This design comes from an exercise in tuning for small area on the open sky130 flow, not from production work. Function was checked by simulation only, so behaviour that the tests miss may differ from the original. No activity file was given, so power comes from the tool's default toggle rates. The flow treats the clock pin as an ideal source, which a real chip does not have.

File: design/flow/config.mk
export PLATFORM = sky130hd
export DESIGN_NAME = pcie_pio_completer
export DESIGN_NICKNAME = pcie_pio_completer
export VERILOG_FILES = /design/flow/design.v
export SDC_FILE = /design/flow/constraint.sdc
export NUM_CORES = 4
export LEC_CHECK = 0
export CAP_MARGIN = 20
export CORE_MARGIN = 2
export CORE_UTILIZATION = 40
export SLEW_MARGIN = 20
File: design/flow/constraint.sdc
create_clock -name core_clock -period 6.0 [get_ports {sys_clk}]
set_input_delay 1.2000 -clock core_clock [delete_from_list [all_inputs] [get_ports {sys_clk}]]
set_output_delay 1.2000 -clock core_clock [all_outputs]
set_load 0.01 [all_outputs]
File: design/flow/design.v
module pcie_pio_completer #(
    parameter int C_DATA_WIDTH   = 64,
    parameter int KEEP_WIDTH     = C_DATA_WIDTH / 8,
    parameter int REG_ADDR_WIDTH = 6
) (
    input  logic                      sys_clk,
    input  logic                      sys_reset_n,
    input  logic [C_DATA_WIDTH-1:0]   m_axis_rx_tdata,
    input  logic [KEEP_WIDTH-1:0]     m_axis_rx_tkeep,
    input  logic                      m_axis_rx_tlast,
    input  logic                      m_axis_rx_tvalid,
    input  logic [21:0]               m_axis_rx_tuser,
    output logic                      m_axis_rx_tready,
    output logic [C_DATA_WIDTH-1:0]   s_axis_tx_tdata,
    output logic [KEEP_WIDTH-1:0]     s_axis_tx_tkeep,
    output logic                      s_axis_tx_tlast,
    output logic                      s_axis_tx_tvalid,
    output logic [3:0]                s_axis_tx_tuser,
    input  logic                      s_axis_tx_tready,
    input  logic [7:0]                cfg_bus_number,
    input  logic [4:0]                cfg_device_number,
    input  logic [2:0]                cfg_function_number,
    output logic                      cfg_trn_pending,
    output logic                      reg_wr_strobe,
    output logic [REG_ADDR_WIDTH-1:0] reg_wr_addr
);
    localparam int NW = 2**REG_ADDR_WIDTH;
    localparam logic [3:0] S_RST   = 4'd0;    
    localparam logic [3:0] S_IDLE  = 4'd1;    
    localparam logic [3:0] S_IDLES = 4'd2;    
    localparam logic [3:0] S_HR32  = 4'd3;    
    localparam logic [3:0] S_HR64  = 4'd4;    
    localparam logic [3:0] S_HW32  = 4'd5;    
    localparam logic [3:0] S_HW64  = 4'd6;    
    localparam logic [3:0] S_DATA  = 4'd7;    
    localparam logic [3:0] S_DRN   = 4'd8;    
    localparam logic [3:0] S_DRNS  = 4'd9;    
    localparam logic [3:0] S_DRNU  = 4'd10;   
    localparam logic [3:0] S_B0    = 4'd12;   
    localparam logic [3:0] S_B1    = 4'd13;   
    localparam logic [3:0] S_B0U   = 4'd14;   
    localparam logic [3:0] S_B1U   = 4'd15;   
    logic [3:0]  st_q, st_d;
    logic [31:0] regs_q [NW];
    logic [NW-1:0] valid_q;
    logic [5:0]  idx_q;
    logic [2:0]  tc_q;
    logic [1:0]  attr_q;
    logic [15:0] rid_q;
    logic [7:0]  tag_q;
    logic [3:0]  be_q;
    logic        hdr_ok, ur_req, wr_en, in_hdr, in_idle, tx_b1, tx_ur;
    logic [5:0]  wr_idx;
    logic [31:0] wr_data, wr_swap;
    logic [11:0] byte_cnt;
    logic [1:0]  lo2;
    logic [NW-1:0] rd_sel;
    logic [31:0] rd_word;
    logic        unused_ok;
    assign unused_ok = ^{m_axis_rx_tkeep, m_axis_rx_tuser[21:3], m_axis_rx_tuser[0]};
    assign hdr_ok = (m_axis_rx_tdata[28:24] == 5'd0) && (m_axis_rx_tdata[9:0] == 10'd1)
                    && m_axis_rx_tuser[2];
    assign ur_req = !m_axis_rx_tdata[30] && (m_axis_rx_tdata[28:24] == 5'd0) && !hdr_ok;
    always_comb begin
        st_d = st_q;
        case (st_q)
            S_RST: st_d = S_IDLE;
            S_IDLE, S_IDLES: begin
                st_d = S_IDLE;
                if (m_axis_rx_tvalid) begin
                    if (m_axis_rx_tlast)        st_d = ur_req ? S_B0U : S_IDLE;
                    else if (!hdr_ok)           st_d = ur_req ? S_DRNU : S_DRN;
                    else if (!m_axis_rx_tdata[30]) st_d = m_axis_rx_tdata[29] ? S_HR64 : S_HR32;
                    else if (m_axis_rx_tuser[1]) st_d = S_DRN;
                    else                        st_d = m_axis_rx_tdata[29] ? S_HW64 : S_HW32;
                end
            end
            S_HR32, S_HR64: if (m_axis_rx_tvalid) st_d = S_B0;
            S_HW32: if (m_axis_rx_tvalid) st_d = m_axis_rx_tlast ? S_IDLES : S_DRNS;
            S_HW64: if (m_axis_rx_tvalid) st_d = m_axis_rx_tlast ? S_IDLE : S_DATA;
            S_DATA: if (m_axis_rx_tvalid) st_d = m_axis_rx_tlast ? S_IDLES : S_DRNS;
            S_DRN, S_DRNS: st_d = (m_axis_rx_tvalid && m_axis_rx_tlast) ? S_IDLE : S_DRN;
            S_DRNU: if (m_axis_rx_tvalid && m_axis_rx_tlast) st_d = S_B0U;
            S_B0:  if (s_axis_tx_tready) st_d = S_B1;
            S_B1:  if (s_axis_tx_tready) st_d = S_IDLE;
            S_B0U: if (s_axis_tx_tready) st_d = S_B1U;
            S_B1U: if (s_axis_tx_tready) st_d = S_IDLE;
            default: st_d = S_IDLE;
        endcase
    end
    always_ff @(posedge sys_clk or negedge sys_reset_n) begin
        if (!sys_reset_n) st_q <= S_RST;
        else              st_q <= st_d;
    end
    assign in_idle = (st_q == S_IDLE) || (st_q == S_IDLES);
    assign in_hdr  = (st_q == S_HR32) || (st_q == S_HR64) || (st_q == S_HW32) || (st_q == S_HW64);
    always_ff @(posedge sys_clk) begin
        if (in_idle) begin
            tc_q   <= m_axis_rx_tdata[22:20];
            attr_q <= m_axis_rx_tdata[13:12];
            rid_q  <= m_axis_rx_tdata[63:48];
            tag_q  <= m_axis_rx_tdata[47:40];
            be_q   <= m_axis_rx_tdata[35:32];
        end
        if (in_hdr)
            idx_q <= (st_q == S_HR64 || st_q == S_HW64) ? m_axis_rx_tdata[39:34] : m_axis_rx_tdata[7:2];
    end
    assign wr_en   = ((st_q == S_HW32) || (st_q == S_DATA)) && m_axis_rx_tvalid;
    assign wr_idx  = (st_q == S_DATA) ? idx_q : m_axis_rx_tdata[7:2];
    assign wr_data = (st_q == S_DATA) ? m_axis_rx_tdata[31:0] : m_axis_rx_tdata[63:32];
    assign wr_swap = {wr_data[7:0], wr_data[15:8], wr_data[23:16], wr_data[31:24]};
    always_ff @(posedge sys_clk or negedge sys_reset_n) begin
        if (!sys_reset_n) valid_q <= '0;
        else if (wr_en)   valid_q[wr_idx] <= 1'b1;
    end
    always_ff @(posedge sys_clk) begin
        if (wr_en)
            for (int unsigned b = 0; b < 4; b++)
                if (be_q[b] || !valid_q[wr_idx])
                    regs_q[wr_idx][8*b +: 8] <= be_q[b] ? wr_swap[8*b +: 8] : 8'd0;
    end
    assign tx_b1 = (st_q == S_B1) || (st_q == S_B1U);
    assign tx_ur = (st_q == S_B0U) || (st_q == S_B1U);
    always_comb begin
        rd_word = '0;
        for (int w = 0; w < NW; w++) begin
            rd_sel[w] = (idx_q == 6'(w)) && valid_q[w] && (st_q == S_B1);
            rd_word = rd_word | ({32{rd_sel[w]}} & regs_q[w]);
        end
    end
    always_comb begin
        byte_cnt = 12'd1;
        casez (be_q)
            4'b1??1:                   byte_cnt = 12'd4;
            4'b01?1, 4'b1?10:          byte_cnt = 12'd3;
            4'b0011, 4'b0110, 4'b1100: byte_cnt = 12'd2;
            default:                   byte_cnt = 12'd1;
        endcase
        casez (be_q)
            4'b???1: lo2 = 2'b00;
            4'b??10: lo2 = 2'b01;
            4'b?100: lo2 = 2'b10;
            4'b1000: lo2 = 2'b11;
            default: lo2 = 2'b00;
        endcase
    end
    always_comb begin
        if (tx_b1) begin
            s_axis_tx_tdata[31:0]  = {rid_q, tag_q, tx_ur ? 8'd0 : {1'b0, idx_q[4:0], lo2}};
            s_axis_tx_tdata[63:32] = {rd_word[7:0], rd_word[15:8], rd_word[23:16], rd_word[31:24]};
        end else begin
            s_axis_tx_tdata[31:0]  = {1'b0, !tx_ur, 1'b0, 5'b01010, 1'b0, tc_q, 6'd0, attr_q, 2'd0, 9'd0, !tx_ur};
            s_axis_tx_tdata[63:32] = {cfg_bus_number, cfg_device_number, cfg_function_number,
                                      2'b00, tx_ur, 1'b0, tx_ur ? 12'd4 : byte_cnt};
        end
    end
    assign s_axis_tx_tvalid = st_q[3] && st_q[2];
    assign s_axis_tx_tlast  = tx_b1;
    assign s_axis_tx_tkeep  = {{4{!(tx_b1 && tx_ur)}}, 4'hF};
    assign s_axis_tx_tuser  = '0;
    assign m_axis_rx_tready = !(st_q == S_RST) && !(st_q[3] && st_q[2]);
    assign cfg_trn_pending  = st_q[3] && st_q[2];
    assign reg_wr_strobe    = (st_q == S_IDLES) || (st_q == S_DRNS);
    assign reg_wr_addr      = idx_q;
endmodule
File: design/flow/run.sh
#!/bin/bash
# synth_recipe.tcl (not shown) runs the flow's synth.tcl, then flattens the netlist and writes it again
# the make line also repeats each setting of config.mk as NAME=value (left out here)
make -C /OpenROAD-flow-scripts/flow DESIGN_CONFIG=/design/flow/config.mk WORK_HOME=/design/flow/orfs CLKGATE_MAP_FILE= SYNTH_SCRIPT=/design/flow/synth_recipe.tcl finish
==> results of run 1 <==
## layout make-up
type	count	area, um^2
well taps	2688	3363
diodes	11	27.53
fillers	17144	105000
multi-input cells	2463	17580
flip-flops and latches	2155	64370
inverters	46	175.2
clock inverters	131	1469
repair buffers	810	7213
clock buffers	259	5588
## synth_stat cells, drive strengths merged, types with 34 or more instances
library cell  number
nor4              70
clkbuf           208
mux2i             34
a22oi            700
nor2              94
edfxtp          2087
a221oi           101
and2              94
nand2            271
a21oi            395
buf              144
nand3             54
a22o             118
inv               45
dfrtp             68
o21bai            35
nand4             99
o21ai             57
a222oi            40
## worst min path at each step
stage | startpoint | endpoint | cells after the start
floorplan | valid_q[22] | valid_q[22] | 2
global placement | valid_q[22] | valid_q[22] | 2
detailed placement | valid_q[22] | valid_q[22] | 2
CTS | valid_q[2] | valid_q[2] | 1
global route | valid_q[2] | valid_q[2] | 1
finish | valid_q[2] | valid_q[2] | 1
## power breakdown
group	total (W)	internal [W]	switching, W
Combinational	0.00351	0.000776	0.00274
Clock	0.0137	0.00780	0.00587
Sequential	0.0176	0.0175	0.0000889
Total	0.0348	0.0261	0.00870
## routing by layer
layer | track usage | part of all wire
met1 | 0.4377 | 0.36
met2 | 0.4803 | 0.43
met3 | 0.09348 | 0.14
met4 | 0.2028 | 0.074
met5 | 0.003674 | 0.00071
## registers in the layout (all words and copies together) (netlist names)
register and cells:
tag_q 8, valid_q 64, rid_q 16, be_q 4, tc_q 3, st_q 4, idx_q 6, regs_q 2048
attr_q 2
## critical path: stages (launching register included)
cell             delay, ps
edfxtp_1               430
buf_12                 180
buf_4                  200
or4b_2                 790
nor4_4                 240
buf_6                  280
buf_4                  310
a22oi_1                110
nand4_1                170
or4_1                  170
nor3_1                  60
a31oi_1                240
buf_4                  210
clkdlybuf4s50_1        540
## cells by family after synthesis
group                    count (synthesis)
AO/OA/AOI/OAI                         1572
AND/OR/NAND/NOR                        817
adder cells (fa/ha/maj)                  1
buffers and inverters                  398
flip-flops                            2155
other                                    2
XOR/XNOR                                 8
multiplexers                            55
## repair_timing
item                                    CTS  global route
pin swaps                                23            30
gates resized for setup                  73            56
setup buffers                            17             4
gates cloned                              3             3
endpoints found under the setup margin   31            26
## metrics by stage
step | power [W] | instances | setup slack (ps)
after global routing | 0.03545 | 8553 | -132.3
after floorplan | 0.01936 | 5015 | 1871
after CTS | 0.03460 | 8541 | -28.29
after detailed placement | 0.02114 | 8131 | 233.4
after global placement | 0.02106 | 8128 | 35.36
final | 0.03476 | 8563 | -54.63
==> summary.md, run 1 <==
| Metric | Value |
|---|---|
| Top cells by area, synth | `edfxtp_1 (76%), a22oi_1 (6.4%), a21oi_1 (2.4%)` |
| Compound-gate portion of the synthesized area | `0.1349` |
| CTS Hold Bufs | `0` |
| Critical path peak fanout | `16` |
| Distinct cells, synth | `84` |
| Asr flop ratio synth | `0.03155` |
| Commonest non-fill, non-tap cell in the layout | `edfxtp_1` |
| Synth warn | `1` |
| Cell Area, Synth | `0.08252 mm^2` |
| Root Driver | `clkbuf_16` |
| Area Growth Syn to Fin | `20.92%` |
| First-pass GRT wire length | `between 400000 and 500000 um` |
| Simple-Gate Fraction of Synth Area | `0.05325` |
| Largest area contributor in the netlist | `edfxtp_1` |
| # IOs | `about 200` |
| Crit path time final | `6055 ps` |
| Critical path type | `reg2out` |
| Status | `failed layout checks` |
| Syn Area/Cell | `approximately 16 um^2` |
| H-tree levels | `4` |
| Mux cell area share after synthesis | `0.008445` |
| Post-route design area | `around 0.10 mm^2` |
| R2r endpoint | `regs_q[52][20]` |
| R2R depth | `11` |
| Max Cap Viol | `0` |
| Final worst-path cycle share | `1.009` |
| CTS tree | `built` |
| Most frequent cells in the layout | `edfxtp_1 (2087), a22oi_1 (697), buf_4 (579)` |
| Leakage | `~33 nW` |
| Synthesized flop and latch total | `roughly 2200` |
| Final worst slack | `-54.63 ps` |
| Layout Skew | `37.02 ps` |
| Num Clock Sinks | `~2200` |
| Maximum vdd ir drop | `0.0003313 V` |
| Port bufs | `roughly 160` |
| Tot GR Track Use | `0.3300` |
| DR iter-0 viols | `between 10000 and 15000` |
| Worst min path class | `reg2reg` |
| PwrDens | `348.4 mW/mm^2` |
| WL per Instance | `approximately 42 um` |
| Initial antenna violation count | `30` |
| DR DRC count | `0` |
| DP HPWL | `240700 um` |
| Share of the synthesized area in the top cell type | `0.7594` |
| Unrepaired setup endpoints after global routing | `yes` |
| Core Region | `about 0.2 mm^2` |
| CP Launch Point | `idx_q[2]` |
| Setup Total Neg Slack | `-88.27 ps` |
| Fin util | `0.4872` |
| Vias post-DR | `57201` |
| Fmax | `between 0.15 and 0.2 GHz` |
| Cell count after synthesis | `5008` |
| Setup crit end kind | `primary output` |
| Final ANT Viol Nets | `0` |
| CP Data Required Time | `between 4000 and 5000 ps` |
| Hold Vio Cnt, Final | `0` |
| Vias/cell | `between 6 and 7` |
| Die Area | `about 0.21 mm^2` |
| Largest family of logic cells by synthesized area | `compound AO/OA/AOI/OAI gates` |
| Post-Synth Adder-Cell Area | `0.0001516` |
| CTS Buffer Depth | `3` |
| Clock insertion delay at the later pin of the skew report | `between 800 and 900 ps` |
| Vias in the first global route | `~53000` |
| Final Max Slew Viols | `0` |
| # rows | `about 170` |
| Largest net degree at the start of global routing | `77` |
| Routed WL | `between 300000 and 400000 um` |
| Global placement routability congestion | `1.057` |
| Layout Check Fails | `negative setup slack` |
| Share of layout cells above drive strength 1 | `0.2016` |
| # nets final | `just under 6000` |
| Final Setup Violations | `3` |
| Initial Util | `0.4030` |
| Worst-Margin Slew | `~1300 ps` |
| GRT Residual Overflow | `0` |
| R2R Setup Slk | `approximately 1400 ps` |
| Die height | `458.2 um` |
| Clk slew on worst S/H paths | `about 60 ps` |
| Crit path DAT | `roughly 4900 ps` |
| Number of synthesized flops with an enable pin | `about 2100` |
| Worst r2r src | `st_q[3]` |
| DR pass1 iterations | `10` |
| Hold Slack | `between 500 and 600 ps` |
| Seq/Total Area, Yosys | `0.7800` |
| Post-placement cell area | `0.09170 mm^2` |
| Chip Width | `458.2 um` |
| XOR/XNOR share of the synthesized area | `0.0008491` |
| Crit path to | `s_axis_tx_tdata[34]` |
| Num CTS Buffers | `between 200 and 250` |
| CP Launch Type | `flop` |
| Relative slew slack | `0.1661` |
| Synth Flop Type | `edfxtp_1` |
==> inputs of run 2 (changes only) <==
--- a/design/flow/design.v
+++ b/design/flow/design.v
@@ -115,10 +115,21 @@
     end
-    always_ff @(posedge sys_clk) begin
-        if (wr_en)
-            for (int unsigned b = 0; b < 4; b++)
-                if (be_q[b] || !valid_q[wr_idx])
-                    regs_q[wr_idx][8*b +: 8] <= be_q[b] ? wr_swap[8*b +: 8] : 8'd0;
+    logic [31:0] wr_col;
+    logic [3:0]  wr_be [NW];
+    for (genvar b = 0; b < 4; b++) begin : g_col
+        assign wr_col[8*b +: 8] = {8{be_q[b]}} & wr_swap[8*b +: 8];
     end
+    for (genvar w = 0; w < NW; w++) begin : g_row
+        logic row_we;
+        assign row_we = wr_en && (wr_idx == 6'(w));
+        for (genvar b = 0; b < 4; b++) begin : g_byte
+            assign wr_be[w][b] = row_we && (be_q[b] || !valid_q[w]);
+        end
+        always_ff @(posedge sys_clk)
+            for (int unsigned i = 0; i < 32; i++)
+                regs_q[w][i] <= (regs_q[w][i] && !wr_be[w][i/8]) || (wr_col[i] && wr_be[w][i/8]);
+    end
+    logic [31:0] rd_q;
     assign tx_b1 = (st_q == S_B1) || (st_q == S_B1U);
     assign tx_ur = (st_q == S_B0U) || (st_q == S_B1U);
+    always_ff @(posedge sys_clk) rd_q <= {32{valid_q[idx_q]}} & rd_word;
     always_comb begin
@@ -126,3 +137,3 @@
         for (int w = 0; w < NW; w++) begin
-            rd_sel[w] = (idx_q == 6'(w)) && valid_q[w] && (st_q == S_B1);
+            rd_sel[w] = (idx_q == 6'(w));
             rd_word = rd_word | ({32{rd_sel[w]}} & regs_q[w]);
@@ -149,3 +160,3 @@
             s_axis_tx_tdata[31:0]  = {rid_q, tag_q, tx_ur ? 8'd0 : {1'b0, idx_q[4:0], lo2}};
-            s_axis_tx_tdata[63:32] = {rd_word[7:0], rd_word[15:8], rd_word[23:16], rd_word[31:24]};
+            s_axis_tx_tdata[63:32] = {32{st_q == S_B1}} & {rd_q[7:0], rd_q[15:8], rd_q[23:16], rd_q[31:24]};
         end else begin
==> design/flow/flow/run.sh (new file) <==
#!/bin/bash
set -euo pipefail
export BUFFER_PORTS_ARGS="-buffer_cell sky130_fd_sc_hd__buf_1"
export CTS_ARGS="-sink_clustering_enable -repair_clock_nets -sink_clustering_size 25 -sink_clustering_max_diameter 100 -dont_use_dummy_load"
bash standard.sh > standard_flow.log 2>&1
==> design/flow/standard.sh (new file) <==
#!/bin/bash
# synth_recipe.tcl (not shown) runs the flow's synth.tcl, then flattens the netlist and writes it again
# the make line also repeats each setting of config.mk as NAME=value (left out here)
make -C /OpenROAD-flow-scripts/flow DESIGN_CONFIG=/design/flow/config.mk WORK_HOME=/design/flow/orfs CLKGATE_MAP_FILE= SYNTH_SCRIPT=/design/flow/synth_recipe.tcl "${@:-finish}"
--- a/design/flow/config.mk
+++ b/design/flow/config.mk
@@ -9,3 +9,5 @@
 export CORE_MARGIN = 2
-export CORE_UTILIZATION = 40
+export CORE_UTILIZATION = 65
+export CTS_CLUSTER_DIAMETER = 100
+export CTS_CLUSTER_SIZE = 25
 export SLEW_MARGIN = 20
removed: design/flow/run.sh
==> run 2 against run 1 <==
Effect of this change: now clean on timing, DRC and antenna; synthesized cell count up 0.84%; count of clock-buffer cells in the layout down 161; fmax rose by 30%; worst hold slack lost 200 ps; critical path depth is 8 lower; clock power decreased by 46%; global-route usage rose by 21 points; design area is 8.7% lower; critical path type unchanged; largest power group unchanged; highest routed layer unchanged.
==> summary.md, run 2 <==
| Metric | Value |
|---|---|
| Seq/Total Area, Yosys | `0.7830` |
| Routed WL | `roughly 360000 um` |
| Crit path cell chain | `and3_1 -> nor2b_4 -> buf_4 -> o2111a_1 -> buf_1` |
| CTS Buffer Depth | `3` |
| Distinct cells, synth | `75` |
| DR pass1 iterations | `9` |
| DR DRC count | `0` |
| Vias in the first global route | `between 50000 and 60000` |
| M1 GR Usage | `0.6923` |
| Worst min path class | `in2async` |
| Setup Total Neg Slack | `0 ps` |
| Root Driver | `clkbuf_16` |
| Number of synthesized flops with an enable pin | `~2100` |
| Layout Skew | `around 76 ps` |
| Setup crit end kind | `primary output` |
| Clock insertion delay at the later pin of the skew report | `790 ps` |
| Status | `no timing/DRC/antenna violations` |
| CTS Hold Bufs | `0` |
| Crit path time final | `approximately 4600 ps` |
| Largest net degree at the start of global routing | `74` |
| Vias/cell | `between 8 and 9` |
| CP Data Required Time | `between 4000 and 5000 ps` |
| # IOs | `just over 200` |
| GR Util met2 | `0.7188` |
| Chip Width | `~360 um` |
| Routing usage on met3 | `0.2894` |
| CP max stage cell | `nor2b_4` |
| Core Region | `roughly 0.13 mm^2` |
| # rows | `approximately 130` |
| DP HPWL | `223200 um` |
| # nets final | `roughly 5600` |
| First-pass GRT wire length | `between 400000 and 500000 um` |
| Critical path type | `reg2out` |
| Synthesized flop and latch total | `approximately 2200` |
| Syn Area/Cell | `about 16 um^2` |
| Final Setup Violations | `0` |
| Initial antenna violation count | `37` |
| Final ANT Viol Nets | `0` |
| Fin util | `0.7164` |
| Cell count after synthesis | `5050` |
| Top Usage Layer GRT | `met2` |
| DR iter-0 viols | `~14000` |
| Buf+Inv Stages, Crit Path | `2` |
| Most common cell in the synthesized netlist | `edfxtp_1` |
| Synth warn | `3` |
| Filler instances | `7960` |
| PwrDens | `around 330 mW/mm^2` |
| Num Clock Sinks | `between 2000 and 2500` |
| Number of post-CTS setup repair buffers | `0` |
| CP delay by family, top | `simple AND/OR/NAND/NOR gates` |
| Share of layout cells above drive strength 1 | `0.1340` |
| Port bufs | `164` |
| Resized Gates After CTS | `0` |
| Relative slew slack | `0.1104` |
| Asr flop ratio synth | `0.03109` |
| Crit path DAT | `between 3000 and 4000 ps` |
| Max Cap Viol | `0` |
| Largest area contributor in the netlist | `edfxtp_1` |
| Leakage | `30.61 nW` |
| WL per Instance | `roughly 50 um` |
| Maximum vdd ir drop | `around 0.00046 V` |
| Share of the synthesized area in the top cell type | `0.7547` |
| Multi-input gate area | `between 0.015 and 0.02 mm^2` |
| Final Max Slew Viols | `0` |
| Critical path peak fanout | `28` |
| Cell Area, Synth | `about 0.083 mm^2` |
| Unrepaired setup endpoints after global routing | `no` |
| CP max stage delay | `between 700 and 800 ps` |
| Most frequent cells in the layout | `edfxtp_1 (2087), a22oi_1 (575), buf_4 (445)` |
| CP Launch Type | `flop` |
| Commonest cells post-synth | `edfxtp_1 (2087), a22oi_1 (575), a21oi_1 (300)` |
| H-tree levels | `3` |
| CTS tree | `built` |
| Post-route design area | `0.09112 mm^2` |
| Worst-Margin Slew | `roughly 1300 ps` |
| Commonest non-fill, non-tap cell in the layout | `edfxtp_1` |
| Tot GR Track Use | `0.5402` |
| Die Area | `between 0.1 and 0.15 mm^2` |
| Final worst-path cycle share | `0.7750` |
| Post-placement cell area | `between 0.08 and 0.09 mm^2` |
| Top cells by area, synth | `edfxtp_1 (75%), a22oi_1 (5.2%), dfrtp_1 (2.0%)` |
| Vias post-DR | `58872` |
| Area Growth Syn to Fin | `9.737%` |
| Synth Flop Type | `edfxtp_1` |
| Num CTS Buffers | `between 90 and 100` |
| Die height | `roughly 360 um` |
| Initial Util | `0.6528` |
| Hold Vio Cnt, Final | `0` |
| FF/Latch Area | `between 0.06 and 0.07 mm^2` |
| GRT Residual Overflow | `0` |
| Clk slew on worst S/H paths | `roughly 100 ps` |
| Global placement routability congestion | `~1.1` |
| Hold Slack | `approximately 320 ps` |
| Fmax | `0.2151 GHz` |
[run 2: cell count changes after synthesis, moves of 32 or more]
cell / before / now
a2111oi_0: 6 / 49
and3_1: 12 / 166
nor2_1: 94 / 34
nand3_1: 54 / 251
nand4_1: 99 / 147
dfxtp_1: 0 / 32
o21ai_0: 57 / 24
a21oi_1: 395 / 300
a22oi_1: 700 / 575
a222oi_1: 40 / 0
[run 2: metal layers]
layer / wire, um / up-vias
met4: 30280 / 38
met3: 75150 / 1735
met1: 109100 / 28324
met2: 140600 / 7503
li1: - / 21272
met5: 452 / -
[run 2: final timing paths]
kind                                           end  slack (ps)           startpoint  cells past startpoint
worst max-delay path            s_axis_tx_tdata[1]        1350              st_q[3]                      5
min in group core_clock                   rid_q[2]         620  m_axis_rx_tdata[50]                      1
max in group asynchronous              valid_q[63]        4490          sys_reset_n                      2
worst max register to register                flop        1480              st_q[1]                      7
worst min register to register             rd_q[9]         650                 flop                      4
worst min-delay path                       st_q[2]         320          sys_reset_n                      1
[run 2: area by class of cell]
class,instances,area share
flip-flops and latches,2187,0.7135
multi-input cells,2512,0.1896
repair buffers,620,0.04578
clock buffers,98,0.02691
well taps,1662,0.02282
diodes,29,0.0007964
inverters,14,0.0005767
[run 2: logic make-up after synthesis]
group / after synthesis / synth area share
compound gates: 1332 / 0.1159
fa+ha+maj: 4 / 0.0006028
simple gates: 1122 / 0.07356
other cells: 2 / 0.00009044
flops: 2187 / 0.7830
xor+xnor: 11 / 0.001160
mux: 34 / 0.006781
buf+inv: 358 / 0.01893
[run 2: report_power, final]
group          switching (W)  internal, W
clock                0.00443      0.00292
combinational        0.00355     0.000883
sequential          0.000262       0.0177
total                0.00824       0.0215
[run 2: worst register-to-register path, delay by kind of cell (launching register included)]
| kind | cells | cell delay [ps] |
|---|---|---|
| buffers and inverters | 2 | 550 |
| DFF | 1 | 830 |
| and+or+nand+nor | 3 | 1220 |
| muxes | 1 | 770 |
| AOI/OAI and AO/OA | 1 | 920 |
[run 2: metrics by stage]
step / setup WS (ps) / total power [W] / instances
floorplan: 2139 / 0.02034 / 5057
global placement: 1712 / 0.02236 / 6994
detailed placement: 1663 / 0.02245 / 6994
CTS: 1424 / 0.02931 / 7092
global route: 1213 / 0.03010 / 7094
finish: 1350 / 0.02978 / 7122
==> inputs of run 3 (changes only) <==
--- a/design/flow/design.v
+++ b/design/flow/design.v
@@ -133,9 +133,12 @@
     assign tx_ur = (st_q == S_B0U) || (st_q == S_B1U);
-    always_ff @(posedge sys_clk) rd_q <= {32{valid_q[idx_q]}} & rd_word;
-    always_comb begin
-        rd_word = '0;
-        for (int w = 0; w < NW; w++) begin
-            rd_sel[w] = (idx_q == 6'(w));
-            rd_word = rd_word | ({32{rd_sel[w]}} & regs_q[w]);
+    always_ff @(posedge sys_clk) rd_q <= rd_word;
+    always_comb
+        for (int w = 0; w < NW; w++)
+            rd_sel[w] = (idx_q == 6'(w)) && valid_q[w];
+    for (genvar i = 0; i < 32; i++) begin : g_rd
+        logic [NW-1:0] col;
+        for (genvar w = 0; w < NW; w++) begin : g_w
+            assign col[w] = regs_q[w][i];
         end
+        pcie_pio_rd_bit u_bit (.sel(rd_sel), .d(col), .y(rd_word[i]));
     end
@@ -176 +179,21 @@
 endmodule
+module pcie_pio_rd_bit (
+    input  logic [63:0] sel,
+    input  logic [63:0] d,
+    output logic        y
+);
+    logic [21:0] n;
+    for (genvar g = 0; g < 21; g++) begin : g_aoi
+        pcie_pio_aoi222 u_aoi (.a0(sel[3*g]),   .b0(d[3*g]),
+                               .a1(sel[3*g+1]), .b1(d[3*g+1]),
+                               .a2(sel[3*g+2]), .b2(d[3*g+2]), .y(n[g]));
+    end
+    assign n[21] = !(sel[63] && d[63]);
+    assign y = !(&n);
+endmodule
+module pcie_pio_aoi222 (
+    input  logic a0, b0, a1, b1, a2, b2,
+    output logic y
+);
+    assign y = !((a0 && b0) || (a1 && b1) || (a2 && b2));
+endmodule
==> design/flow/run.sh (new file) <==
#!/bin/bash
# synth_recipe.tcl (not shown) runs the flow's synth.tcl, then flattens the netlist and writes it again
# the make line also repeats each setting of config.mk as NAME=value (left out here)
make -C /OpenROAD-flow-scripts/flow DESIGN_CONFIG=/design/flow/config.mk WORK_HOME=/design/flow/orfs CLKGATE_MAP_FILE= SYNTH_SCRIPT=/design/flow/synth_recipe.tcl finish
--- a/design/flow/config.mk
+++ b/design/flow/config.mk
@@ -13 +13,2 @@
 export SLEW_MARGIN = 20
+export SYNTH_HIERARCHICAL = 1
removed: design/flow/flow/run.sh
removed: design/flow/standard.sh
==> run 3 against run 2 <==
Effect of this change: still clean; fmax fell by 10%; total power fell by 6.1%; synthesized cell count decreased by 19%; sequential cell count is the same; routed wire length shrank 37%; cell count decreased by 14%; first-iteration DRC count fell by 36%; sequential share of layout area increased by 3.5 points; sequential power about the same; global-route usage shrank 18 points; combinational power shrank 42%; non-clock buffer count is 243 lower.
==> summary.md, run 3 <==
| Metric | Value |
|---|---|
| Routed WL | `about 220000 um` |
| Fmax | `~0.19 GHz` |
| Relative slew slack | `0.1263` |
| CP delay by family, top | `buffers and inverters` |
| Syn Area/Cell | `~19 um^2` |
| Worst min path class | `in2async` |
| Root Driver | `clkbuf_16` |
| Final worst slack | `slightly above 800 ps` |
| Global placement routability congestion | `0.9444` |
| Setup Total Neg Slack | `0 ps` |
| Commonest non-fill, non-tap cell in the layout | `edfxtp_1` |
| CP max stage delay | `~640 ps` |
| PwrDens | `321.8 mW/mm^2` |
| GRT Residual Overflow | `0` |
| First-pass GRT wire length | `313800 um` |
| Seq/Total Area, Yosys | `0.8238` |
| Num CTS Buffers | `97` |
| DR pass1 iterations | `9` |
| Post-place setup slack | `roughly 1200 ps` |
| Critical path type | `reg2out` |
| Crit path time final | `between 5000 and 6000 ps` |
| WL per Instance | `between 30 and 40 um` |
| Synthesized flop and latch total | `between 2000 and 2500` |
| Hold Vio Cnt, Final | `0` |
| CP Launch Point | `st_q[2]` |
| Port bufs | `roughly 160` |
| R2R Setup Slk | `between 1000 and 1500 ps` |
| Share of the synthesized area in the top cell type | `0.7942` |
| Initial Util | `0.6569` |
| Clock insertion delay at the later pin of the skew report | `730 ps` |
| Final Max Slew Viols | `0` |
| Vias/cell | `between 7 and 8` |
| # nets final | `4597` |
| CP Launch Type | `flop` |
| CP max stage cell | `dfrtp_1` |
| Final worst-path cycle share | `0.8620` |
| Distinct cells, synth | `73` |
| Synth Flop Type | `edfxtp_1` |
| Unrepaired setup endpoints after global routing | `no` |
| Cell Area, Synth | `~0.079 mm^2` |
| Core Region | `between 0.1 and 0.15 mm^2` |
| CTS Buffer Depth | `3` |
| Crit path DAT | `3970 ps` |
| Total power | `roughly 0.028 W` |
| Buf+Inv Stages, Crit Path | `4` |
| Leakage | `roughly 28 nW` |
| Resized Gates After CTS | `0` |
| Cell count after synthesis | `a little over 4000` |
| Die Area | `between 0.1 and 0.15 mm^2` |
| # rows | `127` |
| Worst r2r src | `idx_q[2]` |
| Hold Slack | `~250 ps` |
| Most frequent cells in the layout | `edfxtp_1 (2087), a222oi_1 (672), a21oi_1 (258)` |
| Final ANT Viol Nets | `0` |
| R2R depth | `8` |
| H-tree levels | `3` |
| Largest area contributor in the netlist | `edfxtp_1` |
| DP HPWL | `~150000 um` |
| Max Cap Viol | `0` |
| Area Growth Syn to Fin | `10.11%` |
| Crit path cell chain | `nand2_1 -> inv_1 -> nand2_1 -> buf_4 -> clkinv_1 -> a21oi_1 -> clkdlybuf4s50_1` |
| # IOs | `just over 200` |
| Asr flop ratio synth | `0.03109` |
| Critical path peak fanout | `22` |
| CTS Hold Bufs | `0` |
| Synth warn | `9` |
| Vias in the first global route | `43552` |
| Tot GR Track Use | `0.3569` |
| Vias post-DR | `between 40000 and 50000` |
| Chip Width | `between 300 and 400 um` |
| Crit path to | `s_axis_tx_tdata[34]` |
| DR iter-0 viols | `around 9100` |
| Largest net degree at the start of global routing | `roughly 70` |
| Most common cell in the synthesized netlist | `edfxtp_1` |
| Number of post-CTS setup repair buffers | `0` |
| Critical path depth | `7` |
| CP Data Required Time | `between 4000 and 5000 ps` |
| Most common cell on crit path | `nand2_1` |
| Setup crit end kind | `primary output` |
| R2r endpoint | `rd_q[31]` |
| Status | `no timing/DRC/antenna violations` |
| Number of synthesized flops with an enable pin | `2087` |
| Worst-Margin Slew | `between 1000 and 1500 ps` |
| Commonest cells post-synth | `edfxtp_1 (2087), a222oi_1 (672), a21oi_1 (291)` |
| Top cells by area, synth | `edfxtp_1 (79%), a222oi_1 (8.5%), dfrtp_1 (2.2%)` |
| CTS tree | `built` |
| Num Clock Sinks | `around 2200` |
| Share of layout cells above drive strength 1 | `0.1058` |
| Maximum vdd ir drop | `0.0003590 V` |
| Initial antenna violation count | `12` |
| Layout Skew | `26.90 ps` |
| Clk slew on worst S/H paths | `around 90 ps` |
| DR DRC count | `0` |
| Die height | `between 300 and 400 um` |
| Final Setup Violations | `0` |
-- run 3: cell types whose count changed in the layout (fill, tap and decap cells not counted), sizes merged, moves of 46 or more --
cell,change
a221oi,-124
clkbuf,+55
clkdlybuf4s50,+163
a22oi,-573
or2,+62
buf,-405
and3,-69
a22o,-114
and2,-69
a211oi,+46
nand2,-98
a2111oi,-54
nand3,-211
a222oi,+672
-- run 3: how the worst min path moves through the flow --
stage | from | endpoint | slack (ps) | cells past startpoint
2_1_floorplan | flop | rd_q[0] | 430 | 2
3_3_place_gp | flop | rd_q[8] | 450 | 2
3_5_place_dp | flop | rd_q[8] | 450 | 2
4_1_cts | sys_reset_n | st_q[3] | 220 | 1
5_1_grt | sys_reset_n | st_q[3] | 240 | 1
6_report | sys_reset_n | st_q[3] | 250 | 1
-- run 3: cells by family (layout without fill, tap and decap cells) --
family                     count (synthesis)  in the layout  synth area share
DFF                                     2187           2187            0.8238
muxes                                     14             14          0.001919
xor gates and xnor gates                   3              3         0.0003330
and+or+nand+nor                          635            635           0.04382
adders and majority gates                  4              4         0.0006342
buffers and inverters                    122            546          0.007309
AOI/OAI and AO/OA                       1139           1139            0.1221
other                                      2             12        0.00009517
-- run 3: Yosys stat by module, one instance, submodules excluded --
module | times used | cell area, um^2 | cells
pcie_pio_completer | 1 | 70550 | 3146
pcie_pio_aoi222 | 672 | 10.01 | 1
pcie_pio_rd_bit | 32 | 51.30 | 9
-- run 3: worst register-to-register path, cell delays in order (launching register included) --
cell	delay, ps
edfxtp_1	880
nand2b_1	330
nor2_1	190
and3_1	590
buf_4	410
a222oi_1	350
nand4_1	370
nor4_1	1080
nand2_1	440
-- run 3: layout make-up --
type | instances | area (um^2)
inverter | 11 | 46.29
clock inverter | 4 | 38.79
timing repair buffer | 377 | 3282
tap | 1612 | 2017
antenna | 3 | 7.507
sequential | 2187 | 65010
fill | 7467 | 33240
clock buffer | 154 | 2705
multi-input combinational | 1804 | 13780
-- run 3: routing by layer --
layer	wire length, um	vias to the layer above	GRT usage
li1	-	19051	-
met3	25690	447	0.07938
met4	10010	12	0.1308
met5	158	-	0
met2	108800	3139	0.5848
met1	79260	23387	0.4768
-- run 3: stage by stage --
| stage | instances | util | cell area [um^2] |
|---|---|---|---|
| 6_report | 6152 | 0.7233 | 86890 |
| 5_1_grt | 6151 | 0.7233 | 86890 |
| 4_1_cts | 6147 | 0.7225 | 86800 |
| 3_5_place_dp | 5989 | 0.6997 | 84050 |
| 3_3_place_gp | 5988 | 0.6996 | 84040 |
| 2_1_floorplan | 4113 | - | 78940 |
-- run 3: power by group --
group	internal, W	switching (W)
clock	0.00313	0.00436
sequential	0.0177	0.000233
combinational	0.000508	0.00204
total	0.0213	0.00663
==> inputs of run 4 (changes only) <==
==> design/flow/flow/run.sh (new file) <==
#!/bin/bash
set -euo pipefail
export BUFFER_PORTS_ARGS="-buffer_cell sky130_fd_sc_hd__buf_1"
export CTS_ARGS="-sink_clustering_enable -repair_clock_nets -sink_clustering_size 25 -sink_clustering_max_diameter 100 -dont_use_dummy_load"
bash standard.sh > standard_flow.log 2>&1
==> design/flow/standard.sh (new file) <==
#!/bin/bash
# synth_recipe.tcl (not shown) runs the flow's synth.tcl, then flattens the netlist and writes it again
# the make line also repeats each setting of config.mk as NAME=value (left out here)
make -C /OpenROAD-flow-scripts/flow DESIGN_CONFIG=/design/flow/config.mk WORK_HOME=/design/flow/orfs CLKGATE_MAP_FILE= SYNTH_SCRIPT=/design/flow/synth_recipe.tcl "${@:-finish}"
--- a/design/flow/config.mk
+++ b/design/flow/config.mk
@@ -9,3 +9,3 @@
 export CORE_MARGIN = 2
-export CORE_UTILIZATION = 65
+export CORE_UTILIZATION = 70
 export CTS_CLUSTER_DIAMETER = 100
removed: design/flow/run.sh
==> run 4 against run 3 <==
Effect of this change: area after synthesis did not move; first-iteration DRC count is 5.4% lower; worst hold slack better by 140 ps; critical path type unchanged; sequential share of layout area grew 1.4 points; setup slack better by 450 ps; clock skew grew 36 ps; die area shrank 7.1%; via count is 0.91% lower; fmax increased by 9.5%; routed wire length decreased by 4.0%; design area decreased by 1.9%; cell count is 3.2% lower.
==> summary.md, run 4 <==
| Metric | Value |
|---|---|
| Final Setup Violations | `0` |
| Most frequent cells in the layout | `edfxtp_1 (2087), a222oi_1 (672), a21oi_1 (252)` |
| Synthesized flop and latch total | `~2200` |
| Worst min path class | `in2async` |
| Final ANT Viol Nets | `0` |
| Port bufs | `between 150 and 200` |
| Maximum vdd ir drop | `0.0003585 V` |
| Number of synthesized flops with an enable pin | `approximately 2100` |
| Asr flop ratio synth | `0.03109` |
| Fmax | `around 0.21 GHz` |
| Vias post-DR | `between 40000 and 50000` |
| Vias/cell | `roughly 7.7` |
| Sw frac | `0.2350` |
| Area Growth Syn to Fin | `8.018%` |
| Leakage | `roughly 28 nW` |
| Initial Util | `0.7034` |
| Setup Total Neg Slack | `0 ps` |
| Initial antenna violation count | `4` |
| Cell Area, Synth | `0.07891 mm^2` |
| # nets final | `4572` |
| Tot GR Track Use | `0.3704` |
| Status | `no timing/DRC/antenna violations` |
| Final worst-path cycle share | `0.7869` |
| Syn Area/Cell | `approximately 19 um^2` |
| Vias in the first global route | `43296` |
| Layout Skew | `62.56 ps` |
| Max Cap Viol | `0` |
| Comb pwr share | `0.087` |
| Die Area | `between 0.1 and 0.15 mm^2` |
| Share of layout cells above drive strength 1 | `0.1018` |
| Hold Vio Cnt, Final | `0` |
| Global placement routability congestion | `~0.96` |
| Top cells by area, synth | `edfxtp_1 (79%), a222oi_1 (8.5%), dfrtp_1 (2.2%)` |
| DR pass1 iterations | `9` |
| CP Data Required Time | `approximately 4800 ps` |
| Chip Width | `between 300 and 400 um` |
| Die height | `339.8 um` |
| Synth Flop Type | `edfxtp_1` |
| First-pass GRT wire length | `about 300000 um` |
| Clock Power Share | `0.259` |
| CTS Buffer Depth | `3` |
| Clock insertion delay at the later pin of the skew report | `approximately 740 ps` |
| Largest area contributor in the netlist | `edfxtp_1` |
| Largest net degree at the start of global routing | `slightly below 70` |
| Crit path time final | `~4700 ps` |
| CTS tree | `built` |
| Sw Pwr | `about 0.0064 W` |
| Root Driver | `clkbuf_16` |
| Commonest cells post-synth | `edfxtp_1 (2087), a222oi_1 (672), a21oi_1 (291)` |
| DP HPWL | `approximately 150000 um` |
| GRT Residual Overflow | `0` |
| Critical path type | `reg2out` |
| Internal power | `approximately 0.021 W` |
| Relative slew slack | `0.1890` |
| Share of the synthesized area in the top cell type | `0.7942` |
| Critical path peak fanout | `22` |
| # IOs | `202` |
| Filler instances | `approximately 6500` |
| # rows | `approximately 120` |
| Core Region | `about 0.11 mm^2` |
| CP Launch Type | `flop` |
| Number of post-CTS setup repair buffers | `0` |
| DR DRC count | `0` |
| Synth warn | `9` |
| Seq/Total Area, Yosys | `0.8238` |
| Num Clock Sinks | `about 2200` |
| Post-route design area | `between 0.08 and 0.09 mm^2` |
| PwrDens | `around 320 mW/mm^2` |
| Setup crit end kind | `primary output` |
| DR iter-0 viols | `around 8600` |
| H-tree levels | `3` |
| Flop pwr share | `0.654` |
| Clk slew on worst S/H paths | `~100 ps` |
| Worst-Margin Slew | `between 1000 and 1500 ps` |
| Routed WL | `about 210000 um` |
| Distinct cells, synth | `73` |
| Crit path DAT | `roughly 3500 ps` |
| Post-placement cell area | `0.08273 mm^2` |
| Most common cell in the synthesized netlist | `edfxtp_1` |
| Num CTS Buffers | `97` |
| WL per Instance | `approximately 36 um` |
| Unrepaired setup endpoints after global routing | `no` |
| CTS Hold Bufs | `0` |
| Resized Gates After CTS | `0` |
| Commonest non-fill, non-tap cell in the layout | `edfxtp_1` |
| Final Max Slew Viols | `0` |
| Cell count after synthesis | `between 4000 and 5000` |
-- run 4: changes by cell type in the layout (fill, tap and decap cells not counted), sizes merged --
cell / before / now
clkinv: 7 / 5
clkdlybuf4s50: 163 / 0
diode: 3 / 2
buf: 214 / 350
clkbuf: 154 / 99
inv: 8 / 6
-- run 4: routing by layer --
| metal | vias to the layer above | share of wire | track usage |
|---|---|---|---|
| li1 | 18923 | - | - |
| met4 | 0 | 0.048 | 0.1473 |
| met5 | - | 0 | 0.001634 |
| met3 | 450 | 0.12 | 0.07700 |
| met1 | 22925 | 0.35 | 0.4987 |
| met2 | 3319 | 0.49 | 0.6045 |
-- run 4: modules after synthesis (local to each module, per instance) --
| module | cells | flops+latches | times used |
|---|---|---|---|
| pcie_pio_aoi222 | 1 | 0 | 672 |
| pcie_pio_completer | 3146 | 2187 | 1 |
| pcie_pio_rd_bit | 9 | 0 | 32 |
-- run 4: power by group through the flow --
stage | logic (W) | registers [W] | clock network, W
floorplan | 0.00118 | 0.0182 | 0
global placement | 0.00221 | 0.0182 | 0
detailed placement | 0.00231 | 0.0183 | 0
CTS | 0.00231 | 0.0179 | 0.00708
global route | 0.00251 | 0.0179 | 0.00759
finish | 0.00240 | 0.0179 | 0.00709
-- run 4: path summary, 6_finish.rpt --
kind,startpoint,end,slack [ps],cells past startpoint
worst max-delay path,st_q[2],s_axis_tx_tdata[32],1280,7
worst min-delay path,sys_reset_n,st_q[2],400,1
worst max register to register,idx_q[2],rd_q[16],1430,8
worst min register to register,flop,rd_q[12],480,2
max in group asynchronous,sys_reset_n,valid_q[30],5010,2
min in group core_clock,flop,rd_q[12],480,2
-- run 4: cell families after synthesis --
group           count (synthesis)  synth area share
fa+ha+maj                       4         0.0006342
xor+xnor                        3         0.0003330
flops                        2187            0.8238
simple gates                  635           0.04382
compound gates               1139            0.1221
other cells                     2        0.00009517
mux                            14          0.001919
buf+inv                       122          0.007309
-- run 4: critical path: stages (launching register included) --
cell      delay, ps
dfrtp_1         800
nand2_1         390
inv_1           710
nand2_1         160
clkinv_1        270
a22oi_1         130
o21ai_0         150
buf_1           200
-- run 4: final cells by class --
cell class              instances  area, um^2  share of cell area
clock buffers                  97        2427             0.02848
multi-input cells            1804       13800              0.1619
flip-flops and latches       2187       65010              0.7627
inverters                      11       46.29           0.0005431
well taps                    1500        1877             0.02202
diodes                          2       5.005          0.00005871
repair buffers                352        2071             0.02429
-- run 4: through the flow --
| stage | worst slack, ps | instances | util | hold slack (ps) | power, W |
|---|---|---|---|---|---|
| 2_1_floorplan | 2097 | 4113 | - | 430.1 | 0.01939 |
| 3_3_place_gp | 1478 | 5851 | 0.7370 | 449.2 | 0.02046 |
| 3_5_place_dp | 1491 | 5852 | 0.7374 | 458.8 | 0.02057 |
| 4_1_cts | 1308 | 5949 | 0.7590 | 484.5 | 0.02730 |
| 5_1_grt | 1058 | 5951 | 0.7597 | 407.8 | 0.02804 |
| 6_report | 1279 | 5953 | 0.7598 | 397.0 | 0.02743 |
==> inputs of run 5 (changes only) <==
==> design/flow/flow/run.sh (replaced) <==
#!/bin/bash
set -euo pipefail
export BUFFER_PORTS_ARGS="-buffer_cell sky130_fd_sc_hd__buf_1"
export CTS_ARGS="-sink_clustering_enable -repair_clock_nets -sink_clustering_size 30 -sink_clustering_max_diameter 100 -dont_use_dummy_load"
bash standard.sh > standard_flow.log 2>&1
--- a/design/flow/config.mk
+++ b/design/flow/config.mk
@@ -9,5 +9,6 @@
 export CORE_MARGIN = 2
-export CORE_UTILIZATION = 70
+export CORE_UTILIZATION = 75
 export CTS_CLUSTER_DIAMETER = 100
-export CTS_CLUSTER_SIZE = 25
+export CTS_CLUSTER_SIZE = 30
+export PLACE_DENSITY = 0.85
 export SLEW_MARGIN = 20
==> run 5 against run 4 <==
Effect of this change: cell count down 2.6%; highest routed layer is now met5; register-to-register slack worse by 510 ps; die area fell by 6.6%; via count rose by 8.7%; count of clock-buffer cells in the layout shrank 15.
==> summary.md, run 5 <==
| Metric | Value |
|---|---|
| Routed WL | `around 240000 um` |
| H-tree levels | `3` |
| Filler instances | `roughly 4900` |
| DR iter-0 viols | `about 14000` |
| Share of layout cells above drive strength 1 | `0.09273` |
| Resized Gates After CTS | `0` |
| Die height | `328.4 um` |
| First-pass GRT wire length | `between 300000 and 400000 um` |
| Top cells by area, synth | `edfxtp_1 (79%), a222oi_1 (8.5%), dfrtp_1 (2.2%)` |
| Initial antenna violation count | `20` |
| # rows | `between 100 and 150` |
| Commonest non-fill, non-tap cell in the layout | `edfxtp_1` |
| Initial Util | `0.7592` |
| Number of synthesized flops with an enable pin | `2087` |
| Unrepaired setup endpoints after global routing | `no` |
| Most frequent cells in the layout | `edfxtp_1 (2087), a222oi_1 (672), a21oi_1 (256)` |
| Chip Width | `around 330 um` |
| Final Max Slew Viols | `0` |
| Layout Skew | `between 50 and 60 ps` |
| Root Driver | `clkbuf_16` |
| # nets final | `approximately 4500` |
| Leakage | `around 27 nW` |
| Vias post-DR | `approximately 50000` |
| Vias in the first global route | `~47000` |
| CTS Buffer Depth | `3` |
| Die Area | `roughly 0.11 mm^2` |
| Sw Pwr | `approximately 0.0067 W` |
| Crit path time final | `~5500 ps` |
| Worst min path class | `reg2reg` |
| Final ANT Viol Nets | `0` |
| Num Clock Sinks | `between 2000 and 2500` |
| # IOs | `202` |
| Crit path DAT | `around 4300 ps` |
| Port bufs | `around 160` |
| Clk slew on worst S/H paths | `roughly 110 ps` |
| Asr flop ratio synth | `0.03109` |
| Num CTS Buffers | `between 80 and 90` |
| Hold Vio Cnt, Final | `0` |
| Setup Total Neg Slack | `0 ps` |
| Tot GR Track Use | `0.4519` |
| Internal power | `0.02058 W` |
| Final worst slack | `about 470 ps` |
| CP Data Required Time | `approximately 4800 ps` |
| Cell count after synthesis | `between 4000 and 5000` |
| Post-place setup slack | `slightly above 1000 ps` |
| Critical path peak fanout | `39` |
| Final worst-path cycle share | `0.9214` |
| Max Cap Viol | `0` |
| DR pass1 iterations | `14` |
| Setup crit end kind | `primary output` |
| Most common cell in the synthesized netlist | `edfxtp_1` |
| Fin util | `0.8132` |
| GRT Residual Overflow | `0` |
| Synthesized flop and latch total | `around 2200` |
| CTS Hold Bufs | `0` |
| CTS tree | `built` |
| CP Launch Type | `flop` |
| Syn Area/Cell | `19.22 um^2` |
| Largest area contributor in the netlist | `edfxtp_1` |
| WL per Instance | `about 42 um` |
| Final Setup Violations | `0` |
| PwrDens | `between 300 and 400 mW/mm^2` |
| DP HPWL | `~150000 um` |
| Sw frac | `0.2447` |
| Flop pwr share | `0.662` |
| Largest net degree at the start of global routing | `69` |
| Maximum vdd ir drop | `approximately 0.0004 V` |
| Clock insertion delay at the later pin of the skew report | `around 750 ps` |
| Total power | `approximately 0.027 W` |
| Share of the synthesized area in the top cell type | `0.7942` |
| Clock Power Share | `0.245` |
| Global placement routability congestion | `1.045` |
| Distinct cells, synth | `73` |
| Hold Slack | `slightly below 500 ps` |
| Synth Flop Type | `edfxtp_1` |
| DR DRC count | `0` |
| Core Region | `0.1039 mm^2` |
| Critical path type | `reg2out` |
| Area Growth Syn to Fin | `7.113%` |
| Status | `no timing/DRC/antenna violations` |
| Fmax | `approximately 0.18 GHz` |
| Number of post-CTS setup repair buffers | `0` |
| Comb pwr share | `0.092` |
| Vias/cell | `approximately 8.5` |
| Synth warn | `9` |
| Worst-Margin Slew | `1401 ps` |
| Commonest cells post-synth | `edfxtp_1 (2087), a222oi_1 (672), a21oi_1 (291)` |
| Relative slew slack | `0.06575` |
| Cell Area, Synth | `between 0.07 and 0.08 mm^2` |
| Seq/Total Area, Yosys | `0.8238` |
run 5: kinds of logic after synthesis:
group                      count (synthesis)  synth area share
AOI/OAI and AO/OA                       1139            0.1221
xor gates and xnor gates                   3         0.0003330
adders and majority gates                  4         0.0006342
buffers and inverters                    122          0.007309
DFF                                     2187            0.8238
muxes                                     14          0.001919
other                                      2        0.00009517
and+or+nand+nor                          635           0.04382
run 5: final cells by class:
type,count,area (um^2),share of cell area
Sequential cell,2187,65010,0.7691
Multi-Input combinational cell,1804,13820,0.1636
Clock buffer,82,2052,0.02428
Timing Repair Buffer,316,1815,0.02148
Tap cell,1380,1727,0.02043
Antenna cell,20,50.05,0.0005921
Inverter,11,46.29,0.0005477
run 5: per-layer routing:
layer | GRT usage | routed length [um] | vias up
li1 | - | - | 18860
met1 | 0.5780 | 70410 | 23726
met2 | 0.6749 | 108800 | 5765
met3 | 0.1668 | 45380 | 1192
met4 | 0.2641 | 19670 | 20
met5 | 0.01020 | 192 | -
run 5: final timing paths:
check,from,to,slack (ps),cells past startpoint
min in group asynchronous,sys_reset_n,st_q[2],760,2
max,st_q[3],s_axis_tx_tdata[32],470,8
max in group asynchronous,sys_reset_n,valid_q[62],4570,2
max reg2reg,st_q[1],flop,920,7
min reg2reg,flop,rd_q[14],490,2
min,flop,rd_q[14],490,2
run 5: power groups by stage:
| stage | logic (W) | clock network (W) | registers [W] |
|---|---|---|---|
| 5_1_grt | 0.00255 | 0.00697 | 0.0180 |
| 3_3_place_gp | 0.00221 | 0 | 0.0183 |
| 4_1_cts | 0.00234 | 0.00655 | 0.0180 |
| 3_5_place_dp | 0.00233 | 0 | 0.0183 |
| 6_report | 0.00251 | 0.00669 | 0.0180 |
| 2_1_floorplan | 0.00118 | 0 | 0.0182 |
run 5: metrics by stage:
stage               instances  instance area, um^2
global route             5782                84480
finish                   5800                84530
detailed placement       5692                82250
floorplan                4113                78940
CTS                      5774                84300
global placement         5691                82240
run 5: worst max-delay path, stage by stage (launching register included):
cell      delay, ps
dfrtp_1         800
nand2_1         440
inv_1           140
buf_4           420
nand2_1         690
clkinv_1        440
a22oi_1         130
o21ai_0         270
buf_1           270
run 5: Yosys stat by module, one instance, submodules excluded:
module	cell area, um^2	cells	flops+latches
pcie_pio_completer	70550	3146	2187
pcie_pio_rd_bit	51.30	9	0
pcie_pio_aoi222	10.01	1	0

==> static timing again, ports no longer ideal <==
No port has a modelled driver above. Below, the same layouts with a new extraction and two added sets of constraints.
Step 1 (the two cells are an assumption about what drives the block):
set clk [get_ports {sys_clk}]
set_driving_cell -lib_cell sky130_fd_sc_hd__clkbuf_16 $clk
set_driving_cell -lib_cell sky130_fd_sc_hd__buf_2 [delete_from_list [all_inputs] $clk]
Step 2 adds t to the input delays and takes it off the output delays; t is the mean of the earliest and latest rising clock arrival at the registers after step 1. Input paths then give back, and output paths get back, about the clock's delay inside the block.
Slacks: ideal / step 1 / step 2; pairs: ideal / step 1.
| run | t (ns) | slack for setup (ns) | worst data-port slew with drivers (ns) | pins driven straight from the clock port |
|---|---|---|---|---|
| run 1 | 0.934 | -0.055 / -0.141 / 0.382 | 0.09 | 1 |
| run 2 | 0.828 | 1.350 / 1.268 / 1.480 | 0.06 | 1 |
| run 3 | 0.802 | 0.828 / 0.740 / 0.902 | 0.07 | 1 |
| run 4 | 0.786 | 1.279 / 1.195 / 1.265 | 0.06 | 1 |
| run 5 | 0.807 | 0.472 / 0.386 / 0.914 | 0.11 | 1 |
For run 4, which loses most, drivers alone change the setup slack by -0.084 ns; drivers and shift together by -0.014 ns.
